Background: an optimization exercise with open tools, aiming at small area, a short achievable clock period and few clock cycles per item. Do not read the settings as production practice.
In this exercise RTL edits were held to simulation tests only and were not proved equivalent to the original.
Power is estimated from default activity; no workload was simulated.

==> flow/design.v (excerpt) <==
module int_float_compare_bitmask_packer (
   input  logic        clock,
   input  logic        reset,
   input  logic        req_valid,
   output logic        req_ready,
   input  logic [63:0] req_int_elem,
   input  logic [63:0] req_float_bits,
   input  logic        req_last_item,
   output logic        rsp_valid,
   input  logic        rsp_ready,
   output logic [63:0] rsp_mask_word,
   output logic [6:0]  rsp_valid_bits,
   output logic        rsp_final_word,
   input  logic        csr_valid,
   output logic        csr_ready,
   input  logic [1:0]  csr_index,
   input  logic [63:0] csr_data
);
   ifcb_pkg::cfg_type cfg_ff, cfg_in;
   ifcb_pkg::sa_type  sa_d, sa_ff;
   ifcb_pkg::sb_type  sb_d, sb_ff;
   logic              va_ff, va_in;
   logic              vb_ff;
   logic              la_ff;
   logic              lb_ff;
   logic              rdy_ff, rdy_in;
   logic              hit;
   logic [1:0]        queued_ff;
   logic [1:0]        owed;
   logic              absorb;
   assign csr_ready = 1'b1;
   always_comb begin
      cfg_in = cfg_ff;
  ...
Size: about 2000 cells after synthesis, ~270 flip-flops, about 280 I/O pins, ~17000 µm² of cells after synthesis.
clock: 13.0 ns
lec_check: 0
cap_margin: 20
core_margin: 2
core_utilization: 68
cts_cluster_diameter: 100
cts_cluster_size: 30
slew_margin: 20
standard.sh (not shown) runs the stock make flow with config.mk's settings and CLKGATE_MAP_FILE= SYNTH_SCRIPT=/design/flow/synth_recipe.tcl, a recipe that flattens the netlist after the stock synthesis.
==> flow/flow/run.sh <==
#!/bin/bash
set -euo pipefail
bash standard.sh SETUP_SLACK_MARGIN=9.1 ADDER_MAP_FILE= \
   "BUFFER_PORTS_ARGS=-buffer_cell sky130_fd_sc_hd__buf_1" finish > standard.log 2>&1
Testbench counts at the start, summed over its fixed seeds: cycles 16,396, items 16,012.
Next try:
Settings changed: CORE_UTILIZATION 68 to 45.
=> Synthesized area does not change; sequential power barely changes; sequential cell count does not change; worst setup slack loses 0.074 ns; core utilization went down by 23 points.
Next try:
==> flow/flow/run.sh (replaced) <==
#!/bin/bash
set -euo pipefail
bash standard.sh SETUP_SLACK_MARGIN=9.25 ADDER_MAP_FILE= \
   "BUFFER_PORTS_ARGS=-buffer_cell sky130_fd_sc_hd__buf_1" finish > standard.log 2>&1
Settings changed: CORE_UTILIZATION 45 to 55.
Outcome: Worst setup slack improved by 0.21 ns. Utilization goes up by 11 points. Global-route usage grows by 3.4 points. Worst hold slack gets worse by 0.0090 ns. Final area fell by about 2%. Final cell count is lower by about 4.4%.


run A:
int_float_compare_bitmask_packer again, from the RTL that the note above started with.
==> flow/config.mk <==
export PLATFORM = sky130hd
export DESIGN_NAME = int_float_compare_bitmask_packer
export DESIGN_NICKNAME = int_float_compare_bitmask_packer
export VERILOG_FILES = /design/flow/design.v
export SDC_FILE = /design/flow/constraint.sdc
export NUM_CORES = 4
export LEC_CHECK = 0
export ABC_AREA = 1
export CAP_MARGIN = 20
export CORE_MARGIN = 2
export CORE_UTILIZATION = 55
export SLEW_MARGIN = 20
==> flow/constraint.sdc <==
create_clock -name core_clock -period 13.0 [get_ports {clock}]
set_input_delay 2.6000 -clock core_clock [delete_from_list [all_inputs] [get_ports {clock}]]
set_output_delay 2.6000 -clock core_clock [all_outputs]
set_load 0.01 [all_outputs]
==> flow/flow/run.sh <==
#!/bin/bash
set -euo pipefail
bash standard.sh SETUP_SLACK_MARGIN=9.1 ADDER_MAP_FILE= \
   "BUFFER_PORTS_ARGS=-buffer_cell sky130_fd_sc_hd__buf_1" finish > standard.log 2>&1
Run A finished every step from synthesis to the final layout, and the layout passed the timing, design-rule and antenna checks.
Testbench counts of run A, summed over its fixed seeds: cycles 16,396, items 16,012.
[inputs] run B vs run A
- a change of CAP_MARGIN from 20 to 0
- an added CTS_CLUSTER_DIAMETER of 100
- an added CTS_CLUSTER_SIZE of 30
- a deleted ABC_AREA that had been 1
- a change of SLEW_MARGIN from 20 to 0
[summary]
- Y dimension of the die essentially unchanged between run A and run B.
- Against run A, run B comes in 1.4 points higher on final-layout non-clock buffer area share.
- Setup slack in run B is smaller than in run A.
- Worst-case headroom to the max-slew limit: lower on run B
- Taking run A over run B, the maximum number of pins on one net before global-route repair ratio works out to 1.2.
- Switching power as a share of total power (run B over run A): decrease, 0.55 points
- Run A ended up with nand2_1 as its most common cell after layout, fill and taps aside; run B ended up with dfxtp_1.
- The lower met3 wire length came out of run A.
- The higher number of instances in the synthesized netlist came out of run A.
For run C, these inputs were changed with respect to run B:
- a change of CAP_MARGIN from 0 to 20
- a change of SLEW_MARGIN from 0 to 20
## What came out
Reported for run C and run B, design area turned out identical to the last digit.
Switching share of total power came out exactly the same in run C and run B.
The met2 layer usage reported by global route was comparable across run C and run B.
For met1 wire length, run B and run C come out practically identical.
Taking run B as the reference, in run C total power stayed essentially flat; layout cell share with drive strength beyond 1 shows no meaningful change; hold-fix buffer count after cts held steady.
As far as final count of pins violating max slew goes, run B and run C are indistinguishable; the numbers are identical.
For fraction of power consumed by the clock network, run C and run B come out practically identical.
Diff run C..run B | area share of fa/ha/maj cells after synthesis | unchanged
Inputs modified between run C and run D:
- ABC_AREA: unset -> 1
- ABC_CLOCK_PERIOD_IN_PS: unset -> 3500
==> flow/flow/run.sh <==
#!/bin/bash
set -euo pipefail
bash standard.sh SETUP_SLACK_MARGIN=9.25 ADDER_MAP_FILE= \
   "BUFFER_PORTS_ARGS=-buffer_cell sky130_fd_sc_hd__buf_1" finish > standard.log 2>&1
[summary]
sa_ff[11] as the source of the critical timing path was reported by run C, and u_pack.cnt_ff[5] by run D. Run D contains more vias than run C. Between run D and run C, the number of remaining DRC errors does not differ in any meaningful way. Going from run C to run D, the number of signal-net inverters in the final layout was found to have gone up by 600%. Die area across run C and run D: no real change. In the tables for run C and run D, area share of and/or/nand/nor cells after synthesis reads lower with run C. Compared run D vs run C, and final worst setup slack is up in run D. Looking at minimum clock period, run D sits 0.045 ns below run C.


== branch quartz ==
int_float_compare_bitmask_packer again, from the RTL that the note above started with.
Settings: LEC_CHECK=0, CAP_MARGIN=20, CORE_MARGIN=2, CORE_UTILIZATION=60, CTS_CLUSTER_DIAMETER=100, CTS_CLUSTER_SIZE=30, SLEW_MARGIN=20; clock period 13.0 ns.
==> flow/flow/run.sh <==
#!/bin/bash
set -euo pipefail
bash standard.sh SETUP_SLACK_MARGIN=9.1 ADDER_MAP_FILE= \
   "BUFFER_PORTS_ARGS=-buffer_cell sky130_fd_sc_hd__buf_1" finish > standard.log 2>&1
In summary, branch quartz completed successfully, with a layout that passed the timing, design-rule and antenna checks.
Testbench counts of branch quartz, summed over its fixed seeds: cycles 16,396, items 16,012.
> inputs changed (branch quartz -> branch onyx)
# branch quartz
export LEC_CHECK = 0
export CAP_MARGIN = 20
export CORE_MARGIN = 2
export CORE_UTILIZATION = 60
export CTS_CLUSTER_DIAMETER = 100
export CTS_CLUSTER_SIZE = 30
export SLEW_MARGIN = 20
create_clock -name core_clock -period 13.0 [get_ports {clock}]
# branch onyx
export LEC_CHECK = 0
export ABC_AREA = 1
export ABC_CLOCK_PERIOD_IN_PS = 3500
export CAP_MARGIN = 20
export CORE_MARGIN = 2
export CORE_UTILIZATION = 55
export CTS_CLUSTER_DIAMETER = 100
export CTS_CLUSTER_SIZE = 30
export SLEW_MARGIN = 20
create_clock -name core_clock -period 13.0 [get_ports {clock}]
## What came out
- Summary of branch onyx over branch quartz: cell area dropped about 2.6%; final hold slack dropped 0.020 ns; internal power of the cells dropped 0.028 mW; met2 routed wirelength dropped 9.5%.
- The area of placed instances in branch onyx sits 0.71% below the value recorded for branch quartz.
- Synthesized area: branch onyx vs branch quartz — no meaningful difference
- Setup slack is higher on branch onyx
- Share of the cycle needed by the critical path after routing (branch onyx over branch quartz): decrease, 0.72 points

-- separate check: timing with driven ports --
No port has a modelled driver above. Below, the same layouts with a new extraction and two added sets of constraints.
Step 1, drivers: a clkbuf_16 drives clock and a buf_2 each remaining input, both assumed.
Step 2, shift: input delay + t, output delay - t, t = (earliest + latest rising clock arrival at the registers) / 2. This alone moves slack from input paths to output paths.
Three values: ideal, step 1, step 2; two values: the first two.
run | t, ns | setup WS [ns] | worst setup path at the end | clock arrival spread, ns
the first run of note 1 | 0.552 | 9.112 / 9.112 / 8.680 | input to register | 0.031 / 0.031
the second run of note 1 | 0.578 | 9.038 / 9.062 / 8.485 | input to register | 0.033 / 0.033
the third run of note 1 | 0.553 | 9.250 / 9.207 / 8.830 | input to register | 0.033 / 0.033
run A | 0.621 | 9.153 / 9.099 / 8.608 | input to register | 0.014 / 0.014
run B | 0.564 | 9.130 / 9.130 / 8.677 | input to register | 0.027 / 0.027
run C | 0.564 | 9.130 / 9.130 / 8.677 | input to register | 0.027 / 0.027
run D | 0.559 | 9.176 / 9.121 / 8.809 | input to register | 0.033 / 0.033
branch quartz | 0.551 | 9.101 / 9.101 / 8.674 | input to register | 0.028 / 0.028
branch onyx | 0.556 | 9.195 / 9.140 / 8.704 | input to register | 0.017 / 0.017
After both steps setup and hold are still met in every run listed. For the second run of note 1, which loses most, drivers alone change the setup slack by +0.024 ns; drivers and shift together by -0.553 ns.
